This is an optimization exercise on Yosys and OpenROAD, whose aim is small area, a short achievable clock period and few clock cycles per item, not a production implementation. Only simulation tests tie the RTL to the original design; equivalence was not proved. Power figures rest on the tool's default switching activity, not on a simulated workload.

## circular_deque
module circular_deque #(
  parameter int DEPTH = 16
) (
  input  logic                           clk,
  input  logic                           rst,
  input  logic                           in_valid,
  output logic                           in_stall,
  input  dq_pkg::in_item_t               in_data,
  output logic                           out_valid,
  input  logic                           out_stall,
  output dq_pkg::out_item_t              out_data,
  input  logic                           cfg_write,
  input  logic [dq_pkg::CFG_INDEX_W-1:0] cfg_index,
  input  logic [dq_pkg::CFG_DATA_W-1:0]  cfg_data
);
  dq_pkg::ctrl_cmd_t cmd;
  dq_ctrl u_ctrl (
    .clk       (clk),
    .rst       (rst),
    .in_valid  (in_valid),
    .in_stall  (in_stall),
    .out_valid (out_valid),
    .out_stall (out_stall),
    .cmd       (cmd)
  );
  dq_datapath u_datapath (
    .clk       (clk),
    .rst       (rst),
    .cmd       (cmd),
    .in_data   (in_data),
    .cfg_write (cfg_write),
    .cfg_index (cfg_index),
    .cfg_data  (cfg_data),
    .out_data  (out_data)
  );
endmodule
make LEC_CHECK=0 CAP_MARGIN=20 CORE_MARGIN=2 CORE_UTILIZATION=65 CTS_CLUSTER_DIAMETER=80 CTS_CLUSTER_SIZE=30 PLACE_DENSITY=0.8 SETUP_SLACK_MARGIN=2.4 SLEW_MARGIN=20 finish   # period 4.5 ns
run.sh (not shown) runs the stock make flow with config.mk's settings and CLKGATE_MAP_FILE= SYNTH_SCRIPT=/design/flow/synth_recipe.tcl, a recipe that flattens the netlist after the stock synthesis.
Testbench counts at the start, summed over its fixed seeds: cycles 19,264, items 19,200.
Edit:
- CORE_UTILIZATION: 65 -> 55
- CTS_BUF_LIST: not set -> sky130_fd_sc_hd__clkbuf_8
- CTS_CLUSTER_DIAMETER: 80 -> 60
- CTS_CLUSTER_SIZE: 30 -> 20
- PLACE_DENSITY: 0.8 -> not set
What happened:
- worst setup slack loses 0.044 ns
- fmax falls by a few percent
- design area is higher slightly
- wire length came out higher by a few percent
Edit:
- CAP_MARGIN: 20 -> 0
- CORE_UTILIZATION: 55 -> 65
- CTS_BUF_LIST: sky130_fd_sc_hd__clkbuf_8 -> not set
- CTS_CLUSTER_DIAMETER: 60 -> 80
- CTS_CLUSTER_SIZE: 20 -> 30
- PLACE_DENSITY: not set -> 0.8
- SLEW_MARGIN: 20 -> 0
Combinational power falls by about 2%.
Clock-buffer cell count falls by 13.
Power falls by 3.0%.
Non-clock buffer count falls by 5.
Cell area falls by 1.3%.
Utilization rises by 11 points.
Hold slack got worse by 0.0097 ns.
Edit:
- CAP_MARGIN: 0 -> 20
- CORE_UTILIZATION: 65 -> 55
- PLACE_DENSITY: 0.8 -> not set
- SLEW_MARGIN: 0 -> 20
=> Combinational power rises by a few percent; cell count increases by a few percent; die area increases by about a fifth; non-clock buffer count went up by 8; sequential cell count stays the same; setup slack is worse by 0.0078 ns; global-route usage drops by 3.1 points; power rose by a few percent; register-to-register slack barely changes; clock skew came out higher by 0.0048 ns; cell area climbs slightly.
Edit:
- CORE_UTILIZATION: 55 -> 65
- PLACE_DENSITY: not set -> 0.8
- SETUP_SLACK_MARGIN: 2.4 -> 2.5
Result:
- via count went up by 3.8%
- utilization went up by 11 points
- area after synthesis stays the same
- non-clock buffer count went up by 2
- register-to-register slack gets better by 0.07 ns
- maximum frequency went down by 0.46%
- flip-flop and latch count is unchanged
- clock skew went up by 0.0093 ns
- wire length went down by 3.9%
- global-route usage went up by 3.3 points
Edit:
- PLACE_DENSITY: 0.8 -> not set
- SETUP_SLACK_MARGIN: 2.5 -> 2.4
After rerunning: Design area hardly moves. Via count falls by 1.4%. Critical path depth rises by 1. Utilization rises by 0.17 points.

---

job 2176:
Starting RTL as in the previous note.
==> flow/config.mk <==
export PLATFORM = sky130hd
export DESIGN_NAME = circular_deque
export DESIGN_NICKNAME = circular_deque
export VERILOG_FILES = /design/flow/design.v
export SDC_FILE = /design/flow/constraint.sdc
export NUM_CORES = 4
export LEC_CHECK = 0
export CAP_MARGIN = 20
export CORE_MARGIN = 2
export CORE_UTILIZATION = 65
export CTS_CLUSTER_DIAMETER = 80
export CTS_CLUSTER_SIZE = 30
export GPL_TIMING_DRIVEN = 0
export PLACE_DENSITY = 0.8
export SETUP_SLACK_MARGIN = 2.4
export SLEW_MARGIN = 20
==> flow/constraint.sdc <==
create_clock -name core_clock -period 4.5 [get_ports {clk}]
set_input_delay 0.9000 -clock core_clock [delete_from_list [all_inputs] [get_ports {clk}]]
set_output_delay 0.9000 -clock core_clock [all_outputs]
set_load 0.01 [all_outputs]
Testbench counts of job 2176, summed over its fixed seeds: cycles 19,264, items 19,200.
Changes in job 828 relative to job 2176:
Settings: swapping 65 for 55 in CORE_UTILIZATION; swapping 2.4 for 2.3 in SETUP_SLACK_MARGIN; clearing GPL_TIMING_DRIVEN, which used to be 0; clearing PLACE_DENSITY, which used to be 0.8.
Notes after the runs:
Share of cells above drive strength 1: job 828 vs job 2176 down 4.8 points. NOTE first-iteration DRC count job 2176->job 828 decreased by more than a quarter. The power number comes out higher for job 828 vs job 2176. Job 828 ended up with a lower peak clock frequency supported by timing than job 2176 did. The hold slack in job 828 was lower than what job 2176 gave. Per the comparison of job 828 with job 2176, clock share of power went up 2.2 points, utilization after layout went down 13 points, global-route usage went down 6.2 points.
### job 828 -> job 2530
Settings: a change of CORE_UTILIZATION from 55 to 70; an added PLACE_DENSITY of 0.9; a change of SETUP_SLACK_MARGIN from 2.3 to 2.4.
==> notes.md <==
Cell with the largest stage delay on the worst path = clkdlybuf4s15_1: job 828; cell with the largest stage delay on the worst path = a222oi_1: job 2530. Job 2530 | status: complete | timing, DRC, antenna: pass. Diff job 828 -> job 2530: setup slack went up by 76 ps; cell area after layout -2.3%; filler-free cell count of the finished design dropped 142; post-cts repair resize count up about 100%. Job 2530: power per unit of standard cell area lower than job 828. Delta (job 2530 minus job 828): count of max-cap constraint violations roughly the same; maximum clock frequency higher; peak supply drop lower; number of buffers created by CTS lower.
Input changes introduced in job 5908 (baseline for comparison: job 2530):
Settings: changing CORE_UTILIZATION from 70 to 75; removing PLACE_DENSITY (formerly 0.9).
## What came out
[diff] remaining max-slew budget at the tightest pin, job 5908 relative to job 2530: improvement. Detailed-placement wirelength estimate, job 2530 and job 5908: lower on job 2530. In job 5908 relative to job 2530, die outline area had gone down by a few percent. Compared with job 2530, in job 5908 clock power rose by about 2%; cell area rose by 140 um2; combinational power share stayed essentially flat.

==> re-timing with driven ports <==
How much do the figures lean on ideal ports? The routed layouts below were timed once more, with nothing changed but the port constraints. Step 1: set_driving_cell puts a clkbuf_16 on clk and a buf_2 on each other input, an assumption about the parent block. Step 2 adds t to the input delays and takes it off the output delays; t is the mean of the earliest and latest rising clock arrival at the registers after step 1. Input paths then give back, and output paths get back, about the clock's delay inside the block. Slacks: no drivers / after step 1 / after step 2; pairs: no drivers / after step 1.
run | t, ns | slack for setup (ns) | worst setup path after step 2 | latest minus earliest clock arrival (ns) | pins driven straight from the clock port
the first run of note 1 | 0.625 | 2.390 / 2.349 / 1.874 | input to register | 0.020 / 0.019 | 1
the second run of note 1 | 0.678 | 2.345 / 2.313 / 1.797 | input to register | 0.028 / 0.029 | 1
the third run of note 1 | 0.625 | 2.402 / 2.347 / 1.874 | input to register | 0.020 / 0.020 | 1
the fourth run of note 1 | 0.648 | 2.395 / 2.348 / 1.832 | input to register | 0.025 / 0.024 | 1
the fifth run of note 1 | 0.616 | 2.385 / 2.329 / 1.923 | input to register | 0.034 / 0.034 | 1
the sixth run of note 1 | 0.631 | 2.408 / 2.388 / 1.863 | input to register | 0.024 / 0.023 | 1
job 2176 | 0.625 | 2.368 / 2.322 / 1.848 | input to register | 0.017 / 0.017 | 1
job 828 | 0.654 | 2.273 / 2.251 / 1.797 | input to register | 0.044 / 0.044 | 1
job 2530 | 0.623 | 2.349 / 2.339 / 1.851 | input to register | 0.022 / 0.021 | 1
job 5908 | 0.625 | 2.371 / 2.314 / 1.822 | input to register | 0.028 / 0.029 | 1
After both steps setup and hold are still met in every run listed. For the fourth run of note 1, which loses most, drivers alone change the setup slack by -0.047 ns; drivers and shift together by -0.563 ns.
